Source: an optimization exercise on an open RTL-to-GDS flow (aim: small area and a short achievable clock period). Production flows keep margins and buffers that such runs may drop.
At most, simulation tests tie the RTL to the original design; equivalence was not proved.
Power figures rest on the tool's default switching activity, not on a simulated workload.

Design norm_rnd, start of the top module:
module norm_rnd
(
    input  wire          clk,
    input  wire          reset,
    input  wire  [105:0] fract_in,
    input  wire  [10:0]  exp_in,
    input  wire          sign,
    input  wire  [1:0]   r_mode,
    output logic [52:0]  fract_out,
    output logic [10:0]  exp_out,
    output logic         dn_out,
    output logic         ine_out,
    output logic         overflow_out,
    output logic         infinite_out
);
    logic [52:0] nb_trunc_n;
    logic        nb_guard_n;
    logic        nb_sticky;
    logic [10:0] nb_exp;
    logic [10:0] nb_exp_inc;
    logic        nb_denorm;
    logic        nb_kill;
    logic        nb_exp_ovf;
    logic        nb_exp_top;
    normalizer u_normalizer
    (
        .fract_in    (fract_in),
        .exp_in      (exp_in),
        .trunc_n_out (nb_trunc_n),
        .guard_n_out (nb_guard_n),
        .sticky_out  (nb_sticky),
        .exp_out     (nb_exp),
        .exp_inc_out (nb_exp_inc),
        .denorm_out  (nb_denorm),
        .kill_out    (nb_kill),
        .exp_ovf_out (nb_exp_ovf),
        .exp_top_out (nb_exp_top)
    );
    rounder u_rounder
    (
        .clk          (clk),
        .reset        (reset),
        .sign         (sign),
        .r_mode       (r_mode),
        .in_trunc_n   (nb_trunc_n),
        .in_guard_n   (nb_guard_n),
        .in_sticky    (nb_sticky),
        .in_exp       (nb_exp),
        .in_exp_inc   (nb_exp_inc),
        .in_denorm    (nb_denorm),
        .in_kill      (nb_kill),
        .in_exp_ovf   (nb_exp_ovf),
        .in_exp_top   (nb_exp_top),
        .fract_out    (fract_out),
        .exp_out      (exp_out),
        .dn_out       (dn_out),
        .ine_out      (ine_out),
        .overflow_out (overflow_out),
        .infinite_out (infinite_out)
    );
endmodule
Settings: LEC_CHECK=0, ABC_AREA=0, CAP_MARGIN=20, CORE_MARGIN=2, CORE_UTILIZATION=30, SLEW_MARGIN=20, SYNTH_HIERARCHICAL=1, SYNTH_MINIMUM_KEEP_SIZE=0, TNS_END_PERCENT=20; clock period 14.0 ns.
standard.sh (not shown) runs the stock make flow with config.mk's settings and CLKGATE_MAP_FILE= SYNTH_SCRIPT=/design/flow/synth_recipe.tcl, a recipe that flattens the netlist after the stock synthesis.
==> flow/flow/run.sh <==
#!/bin/bash
# The standard layout, with plain buf_1 cells as the port buffers instead of
# the delay cells buffer_ports picks by default. Every port still gets its
# own buffer.
set -euo pipefail
export BUFFER_PORTS_ARGS="-buffer_cell sky130_fd_sc_hd__buf_1"
export SETUP_SLACK_MARGIN=5
export SKIP_GATE_CLONING=1
bash standard.sh > standard_flow.log 2>&1
The starting point produced a clean layout.
Change:
--- a/flow/flow/run.sh
+++ b/flow/flow/run.sh
@@ -5,5 +5,4 @@
 set -euo pipefail
 export BUFFER_PORTS_ARGS="-buffer_cell sky130_fd_sc_hd__buf_1"
-export SETUP_SLACK_MARGIN=5
-export SKIP_GATE_CLONING=1
+export SETUP_SLACK_MARGIN=4
 bash standard.sh > standard_flow.log 2>&1
--- a/flow/config.mk
+++ b/flow/config.mk
@@ -13,3 +13,3 @@
 export SYNTH_HIERARCHICAL = 1
 export SYNTH_MINIMUM_KEEP_SIZE = 0
-export TNS_END_PERCENT = 20
+export TNS_END_PERCENT = 100
The changed run produced a clean layout.
Via count came out lower by 1.8%.
Core utilization is lower by 2.4 points.
Clock power barely changes.
First-iteration DRC count is higher by 0.46%.
Critical path depth shrinks by 3.
Hold slack gets worse by 0.0034 ns.
Wire length goes down by 2.5%.
Change:
--- a/flow/flow/run.sh
+++ b/flow/flow/run.sh
@@ -5,4 +5,5 @@
 set -euo pipefail
 export BUFFER_PORTS_ARGS="-buffer_cell sky130_fd_sc_hd__buf_1"
-export SETUP_SLACK_MARGIN=4
+export SETUP_SLACK_MARGIN=5
+export SETUP_MOVE_SEQUENCE=unbuffer,sizeup,swap
 bash standard.sh > standard_flow.log 2>&1
Effect: Area after synthesis stays the same; global-route usage rises by 0.53 points; total power rises by 4.8%; critical path depth falls by 1; synthesized cell count is unchanged; via count stays flat; count of clock-buffer cells in the layout stays the same; routed wire length rises by 1.8%; final area rises by 11%; die area stays the same; setup slack loses 0.042 ns.
Change:
--- a/flow/flow/run.sh
+++ b/flow/flow/run.sh
@@ -5,5 +5,4 @@
 set -euo pipefail
 export BUFFER_PORTS_ARGS="-buffer_cell sky130_fd_sc_hd__buf_1"
-export SETUP_SLACK_MARGIN=5
-export SETUP_MOVE_SEQUENCE=unbuffer,sizeup,swap
+export SETUP_SLACK_MARGIN=4.5
 bash standard.sh > standard_flow.log 2>&1
--- a/flow/config.mk
+++ b/flow/config.mk
@@ -9,5 +9,5 @@
 export CAP_MARGIN = 20
 export CORE_MARGIN = 2
-export CORE_UTILIZATION = 30
+export CORE_UTILIZATION = 40
 export SLEW_MARGIN = 20
 export SYNTH_HIERARCHICAL = 1
Outcome: Cell area goes down by about 9%. Die area drops by 24%. Clock-buffer cell count came out higher by 3. Worst setup slack is better by 0.26 ns. Routed wire length went up by about 1%. Utilization goes up by 8.3 points. Cell count drops by about 3.7%. Power drops by about 6%. Clock power shrinks by about 5%.


Setup of v25:
The RTL this note starts from:
==> flow/design.v <==
`timescale 1ns/1ps
`default_nettype none
module lead_zero_count
(
    input  wire  [105:0] fract,
    output logic [6:0]   count
);
    logic [127:0] x;
    logic [63:0]  v1;  logic [63:0]  c1;    
    logic [31:0]  v2;  logic [63:0]  c2;    
    logic [15:0]  v3;  logic [47:0]  c3;    
    logic [7:0]   v4;  logic [31:0]  c4;    
    logic [3:0]   v5;  logic [19:0]  c5;    
    logic [1:0]   v6;  logic [11:0]  c6;    
    assign x = {fract, 1'b1, 21'b0};
    always_comb
    begin
        for (int i = 0; i < 64; i++)
        begin
            v1[i] = x[2*i+1] | x[2*i];
            c1[i] = ~x[2*i+1];
        end
        for (int i = 0; i < 32; i++)
        begin
            v2[i] = v1[2*i+1] | v1[2*i];
            c2[2*i+:2] = v1[2*i+1] ? {1'b0, c1[2*i+1]} : {1'b1, c1[2*i]};
        end
        for (int i = 0; i < 16; i++)
        begin
            v3[i] = v2[2*i+1] | v2[2*i];
            c3[3*i+:3] = v2[2*i+1] ? {1'b0, c2[2*(2*i+1)+:2]} : {1'b1, c2[2*(2*i)+:2]};
        end
        for (int i = 0; i < 8; i++)
        begin
            v4[i] = v3[2*i+1] | v3[2*i];
            c4[4*i+:4] = v3[2*i+1] ? {1'b0, c3[3*(2*i+1)+:3]} : {1'b1, c3[3*(2*i)+:3]};
        end
        for (int i = 0; i < 4; i++)
        begin
            v5[i] = v4[2*i+1] | v4[2*i];
            c5[5*i+:5] = v4[2*i+1] ? {1'b0, c4[4*(2*i+1)+:4]} : {1'b1, c4[4*(2*i)+:4]};
        end
        for (int i = 0; i < 2; i++)
        begin
            v6[i] = v5[2*i+1] | v5[2*i];
            c6[6*i+:6] = v5[2*i+1] ? {1'b0, c5[5*(2*i+1)+:5]} : {1'b1, c5[5*(2*i)+:5]};
        end
        count = v6[1] ? {1'b0, c6[11:6]} : {1'b1, c6[5:0]};
    end
endmodule
`default_nettype wire
`timescale 1ns/1ps
`default_nettype none
module normalizer
(
    input  wire  [105:0] fract_in,
    input  wire  [10:0]  exp_in,
    output logic [52:0]  trunc_out,    
    output logic         guard_out,    
    output logic         sticky_out,   
    output logic [10:0]  exp_out,      
    output logic [10:0]  exp_inc_out,  
    output logic         denorm_out,
    output logic         kill_out,     
    output logic         exp_ovf_out,  
    output logic         exp_top_out   
);
    logic [10:0]  e1;        
    logic [6:0]   lz;
    logic [6:0]   sh;        
    logic [6:0]   bit_gt;    
    logic [6:0]   bit_eq;    
    logic         limited;   
    assign e1 = {exp_in[10:1], exp_in[0] | ~|exp_in[10:1]};
    lead_zero_count u_lzc
    (
        .fract (fract_in),
        .count (lz)
    );
    always_comb
    begin
        for (int k = 0; k < 7; k++)
        begin
            bit_gt[k] = lz[k] & ~e1[k];
            bit_eq[k] = lz[k] ~^ e1[k];
        end
        limited = 1'b0;
        for (int k = 0; k < 7; k++)
        begin
            logic above_eq;
            above_eq = 1'b1;
            for (int j = k + 1; j < 7; j++)
                above_eq = above_eq & bit_eq[j];
            limited = limited | (bit_gt[k] & above_eq);
        end
        limited = limited & ~|e1[10:7];
    end
    assign sh = limited ? e1[6:0] : lz;
    logic [105:0] p6, p5, p4, p3, p2, p1, p0;
    logic [5:0]   drop;
    always_comb
    begin
        for (int i = 0; i < 106; i++)
        begin
            p6[i] = (i >= 64) ? (fract_in[i] | (sh[6] & fract_in[i-64])) :
                    (i >= 42) ? fract_in[i] : (fract_in[i] & ~sh[6]);
            p5[i] = (i >= 74) ? (p6[i] | (sh[5] & p6[i-32])) :
                    (i >= 32) ? (sh[5] ? p6[i-32] : p6[i]) : (p6[i] & ~sh[5]);
            p4[i] = (i >= 90) ? (p5[i] | (sh[4] & p5[i-16])) :
                    (i >= 16) ? (sh[4] ? p5[i-16] : p5[i]) : (p5[i] & ~sh[4]);
            p3[i] = (i >= 98) ? (p4[i] | (sh[3] & p4[i-8])) :
                    (i >= 8)  ? (sh[3] ? p4[i-8] : p4[i]) : (p4[i] & ~sh[3]);
            p2[i] = (i >= 102) ? (p3[i] | (sh[2] & p3[i-4])) :
                    (i >= 4)   ? (sh[2] ? p3[i-4] : p3[i]) : (p3[i] & ~sh[2]);
            p1[i] = (i >= 104) ? (p2[i] | (sh[1] & p2[i-2])) :
                    (i >= 2)   ? (sh[1] ? p2[i-2] : p2[i]) : (p2[i] & ~sh[1]);
            p0[i] = (i >= 105) ? (p1[i] | (sh[0] & p1[i-1])) :
                    (i >= 1)   ? (sh[0] ? p1[i-1] : p1[i]) : (p1[i] & ~sh[0]);
        end
        drop[5] = ~sh[5] & (|p6[20:1] | (p6[0] & |sh[4:0]));
        drop[4] = ~sh[4] & |p5[36:21];
        drop[3] = ~sh[3] & |p4[44:37];
        drop[2] = ~sh[2] & |p3[48:45];
        drop[1] = ~sh[1] & |p2[50:49];
        drop[0] = ~sh[0] & p1[51];
    end
    assign trunc_out   = p0[105:53];
    assign guard_out   = p0[52];
    assign sticky_out  = |drop;
    assign denorm_out  = limited;
    assign exp_out     = limited ? 11'd1 : exp_in + 11'd1 - {4'b0, lz};
    assign exp_inc_out = limited ? 11'd2 : exp_in + 11'd2 - {4'b0, lz};
    assign kill_out    = ~|exp_in & ~fract_in[105] & ~fract_in[104];
    assign exp_ovf_out = fract_in[105] & (&exp_in[10:1]);
    assign exp_top_out = (&exp_in[10:2]) &
                         ((fract_in[105] & (exp_in[1:0] == 2'd1 | exp_in[1:0] == 2'd2)) |
                          (~fract_in[105] & fract_in[104] & exp_in[1]) |
                          (fract_in[105:103] == 3'b001 & exp_in[1:0] == 2'd3));
endmodule
`default_nettype wire
`timescale 1ns/1ps
`default_nettype none
module rounder
(
    input  wire          clk,
    input  wire          reset,
    input  wire          sign,
    input  wire  [1:0]   r_mode,
    input  wire  [52:0]  in_trunc,
    input  wire          in_guard,
    input  wire          in_sticky,
    input  wire  [10:0]  in_exp,       
    input  wire  [10:0]  in_exp_inc,   
    input  wire          in_denorm,
    input  wire          in_kill,
    input  wire          in_exp_ovf,
    input  wire          in_exp_top,   
    output logic [52:0]  fract_out,
    output logic [10:0]  exp_out,
    output logic         dn_out,
    output logic         ine_out,
    output logic         overflow_out,
    output logic         infinite_out
);
    logic        inexact;
    logic        round_inc;
    logic        carry;
    logic [52:0] fract_rnd;
    logic        overflow;
    logic        to_inf;
    logic [52:0] fract_next;
    logic [10:0] exp_next;
    assign inexact = in_guard | in_sticky;
    always_comb
    begin
        case (r_mode)
            2'd0:    round_inc = in_guard & (in_sticky | in_trunc[0]);
            2'd1:    round_inc = 1'b0;
            2'd2:    round_inc = inexact & ~sign;
            default: round_inc = inexact & sign;
        endcase
    end
    logic [7*53-1:0] pre;
    logic [52:0]     all;
    always_comb
    begin
        pre[52:0] = in_trunc;
        for (int l = 1; l < 7; l++)
            for (int i = 0; i < 53; i++)
                if (((i >> (l - 1)) & 1) == 1)
                    pre[53*l + i] = pre[53*(l-1) + i] &
                                    pre[53*(l-1) + ((i >> (l - 1)) << (l - 1)) - 1];
                else
                    pre[53*l + i] = pre[53*(l-1) + i];
        all = pre[7*53-1:6*53];
    end
    assign carry     = round_inc & all[52];
    assign fract_rnd = (in_trunc ^ ({53{round_inc}} & {all[51:0], 1'b1})) | {carry, 52'b0};
    assign overflow = in_exp_ovf | (carry & in_exp_top);
    assign to_inf   = overflow & ((r_mode == 2'd0) | ((r_mode == 2'd2) & ~sign) |
                                  ((r_mode == 2'd3) & sign));
    always_comb
    begin
        if (to_inf | in_kill)
            fract_next = '0;
        else if (overflow)
            fract_next = '1;
        else
            fract_next = fract_rnd;
        if (to_inf)
            exp_next = 11'h7FF;
        else if (overflow)
            exp_next = 11'h7FE;
        else if (in_kill)
            exp_next = 11'd1;
        else
            exp_next = carry ? in_exp_inc : in_exp;
    end
    always_ff @(posedge clk)
    begin
        if (reset)
        begin
            fract_out    <= '0;
            exp_out      <= '0;
            dn_out       <= 1'b0;
            ine_out      <= 1'b0;
            overflow_out <= 1'b0;
            infinite_out <= 1'b0;
        end
        else
        begin
            fract_out    <= fract_next;
            exp_out      <= exp_next;
            dn_out       <= in_denorm;
            ine_out      <= (inexact & ~in_kill) | overflow;
            overflow_out <= overflow;
            infinite_out <= to_inf;
        end
    end
endmodule
`default_nettype wire
`timescale 1ns/1ps
`default_nettype none
module norm_rnd
(
    input  wire          clk,
    input  wire          reset,
    input  wire  [105:0] fract_in,
    input  wire  [10:0]  exp_in,
    input  wire          sign,
    input  wire  [1:0]   r_mode,
    output logic [52:0]  fract_out,
    output logic [10:0]  exp_out,
    output logic         dn_out,
    output logic         ine_out,
    output logic         overflow_out,
    output logic         infinite_out
);
    logic [52:0] nb_trunc;
    logic        nb_guard;
    logic        nb_sticky;
    logic [10:0] nb_exp;
    logic [10:0] nb_exp_inc;
    logic        nb_denorm;
    logic        nb_kill;
    logic        nb_exp_ovf;
    logic        nb_exp_top;
    normalizer u_normalizer
    (
        .fract_in    (fract_in),
        .exp_in      (exp_in),
        .trunc_out   (nb_trunc),
        .guard_out   (nb_guard),
        .sticky_out  (nb_sticky),
        .exp_out     (nb_exp),
        .exp_inc_out (nb_exp_inc),
        .denorm_out  (nb_denorm),
        .kill_out    (nb_kill),
        .exp_ovf_out (nb_exp_ovf),
        .exp_top_out (nb_exp_top)
    );
    rounder u_rounder
    (
        .clk          (clk),
        .reset        (reset),
        .sign         (sign),
        .r_mode       (r_mode),
        .in_trunc     (nb_trunc),
        .in_guard     (nb_guard),
        .in_sticky    (nb_sticky),
        .in_exp       (nb_exp),
        .in_exp_inc   (nb_exp_inc),
        .in_denorm    (nb_denorm),
        .in_kill      (nb_kill),
        .in_exp_ovf   (nb_exp_ovf),
        .in_exp_top   (nb_exp_top),
        .fract_out    (fract_out),
        .exp_out      (exp_out),
        .dn_out       (dn_out),
        .ine_out      (ine_out),
        .overflow_out (overflow_out),
        .infinite_out (infinite_out)
    );
endmodule
`default_nettype wire
export LEC_CHECK = 0
export ABC_AREA = 1
export CAP_MARGIN = 20
export CORE_MARGIN = 2
export CORE_UTILIZATION = 30
export SLEW_MARGIN = 20
export TNS_END_PERCENT = 100
create_clock -name core_clock -period 14.0 [get_ports {clk}]
==> flow/flow/run.sh <==
#!/bin/bash
# The standard layout, with plain buf_1 cells as the port buffers instead of
# the delay cells buffer_ports picks by default. Every port still gets its
# own buffer.
set -euo pipefail
export BUFFER_PORTS_ARGS="-buffer_cell sky130_fd_sc_hd__buf_1"
export SETUP_SLACK_MARGIN=6
bash standard.sh > standard_flow.log 2>&1
v25 finished all stages; the layout is clean.
[inputs] v18 vs v25
-- flow/flow/run.sh --
<<< v25, line 6
export BUFFER_PORTS_ARGS="-buffer_cell sky130_fd_sc_hd__buf_1"
export SETUP_SLACK_MARGIN=6
bash standard.sh > standard_flow.log 2>&1
>>> v18, line 6
export BUFFER_PORTS_ARGS="-buffer_cell sky130_fd_sc_hd__buf_1"
export SETUP_SLACK_MARGIN=4
bash standard.sh > standard_flow.log 2>&1
Findings:
- Delta (v18 minus v25): minimum period implied by the final worst setup slack rose 1.51 ns, final period utilization grew by 11 points, global routing usage on met3 decreased 0.86 points, overall power of the completed layout down about 10%.
- Highest achievable clock rate: v18 lower than v25
- v25 reports its end point of the critical path as u_rounder.fract_out[14]$_SDFF_PP0_ while v18 reports u_rounder.fract_out[4]$_SDFF_PP0_.
Relative to v18, the following input files were edited for v12:
-- flow/flow/run.sh --
<<< v18, line 6
export BUFFER_PORTS_ARGS="-buffer_cell sky130_fd_sc_hd__buf_1"
export SETUP_SLACK_MARGIN=4
bash standard.sh > standard_flow.log 2>&1
>>> v12, line 6
export BUFFER_PORTS_ARGS="-buffer_cell sky130_fd_sc_hd__buf_1"
bash standard.sh > standard_flow.log 2>&1
-- flow/config.mk --
<<< v18, line 11
export CORE_UTILIZATION = 30
export SLEW_MARGIN = 20
>>> v12, line 11
export CORE_UTILIZATION = 30
export PLACE_DENSITY = 0.8
export SETUP_SLACK_MARGIN = 5
export SLEW_MARGIN = 20
[summary]
Summary of the comparison: global-route usage is lower in v12, relative to v18. On total power consumption of the routed design, v12 does worse than v18. Fraction of final layout cells sized beyond drive strength 1 was higher in the run labelled v12. v18 has a higher worst hold slack than v12. The portion of total power attributed to combinational logic in v12 was lower than what v18 gave. Relative to v18, the setup slack of v12 is higher by 0.94 ns. Wire length of the first global-routing pass: v12 < v18.
No run of this note included a check of the RTL's function; only the layout flow was run.

-- afterwards: timing with drivers on the ports --
The flow's constraints put no driver on any port. The routed layouts listed below were extracted and timed again, unchanged, in two steps.
Step 1, drivers: a clkbuf_16 drives clk and a buf_2 each remaining input, both assumed.
Step 2 also shifts input and output timing later by t, the mid clock arrival at the registers, as if the neighbouring blocks saw the same clock.
a / b / c = ideal ports / drivers / drivers and shift; a / b = the first two.
| run | t, ns | setup slack, ns | slew at the worst register clock pin (ns) | worst data-port slew with drivers (ns) | pins driven straight from the clock port |
|---|---|---|---|---|---|
| the first run of note 1 | 0.358 | 5.124 / 5.142 / 4.784 | 0.06 / 0.06 | 0.05 | 1 |
| the second run of note 1 | 0.356 | 4.545 / 4.558 / 4.202 | 0.06 / 0.06 | 0.05 | 1 |
| the third run of note 1 | 0.357 | 4.503 / 4.507 / 4.150 | 0.06 / 0.06 | 0.05 | 1 |
| the fourth run of note 1 | 0.367 | 4.767 / 4.787 / 4.420 | 0.06 / 0.06 | 0.03 | 1 |
| v25 | 0.395 | 5.997 / 6.018 / 5.623 | 0.05 / 0.05 | 0.05 | 1 |
| v18 | 0.389 | 4.484 / 4.512 / 4.123 | 0.05 / 0.05 | 0.05 | 1 |
| v12 | 0.364 | 5.424 / 5.437 / 5.073 | 0.06 / 0.06 | 0.05 | 1 |
After both steps setup and hold are still met in every run listed. The setup slack of v25, which loses most, moves by +0.021 ns with the drivers and by -0.374 ns with both steps.
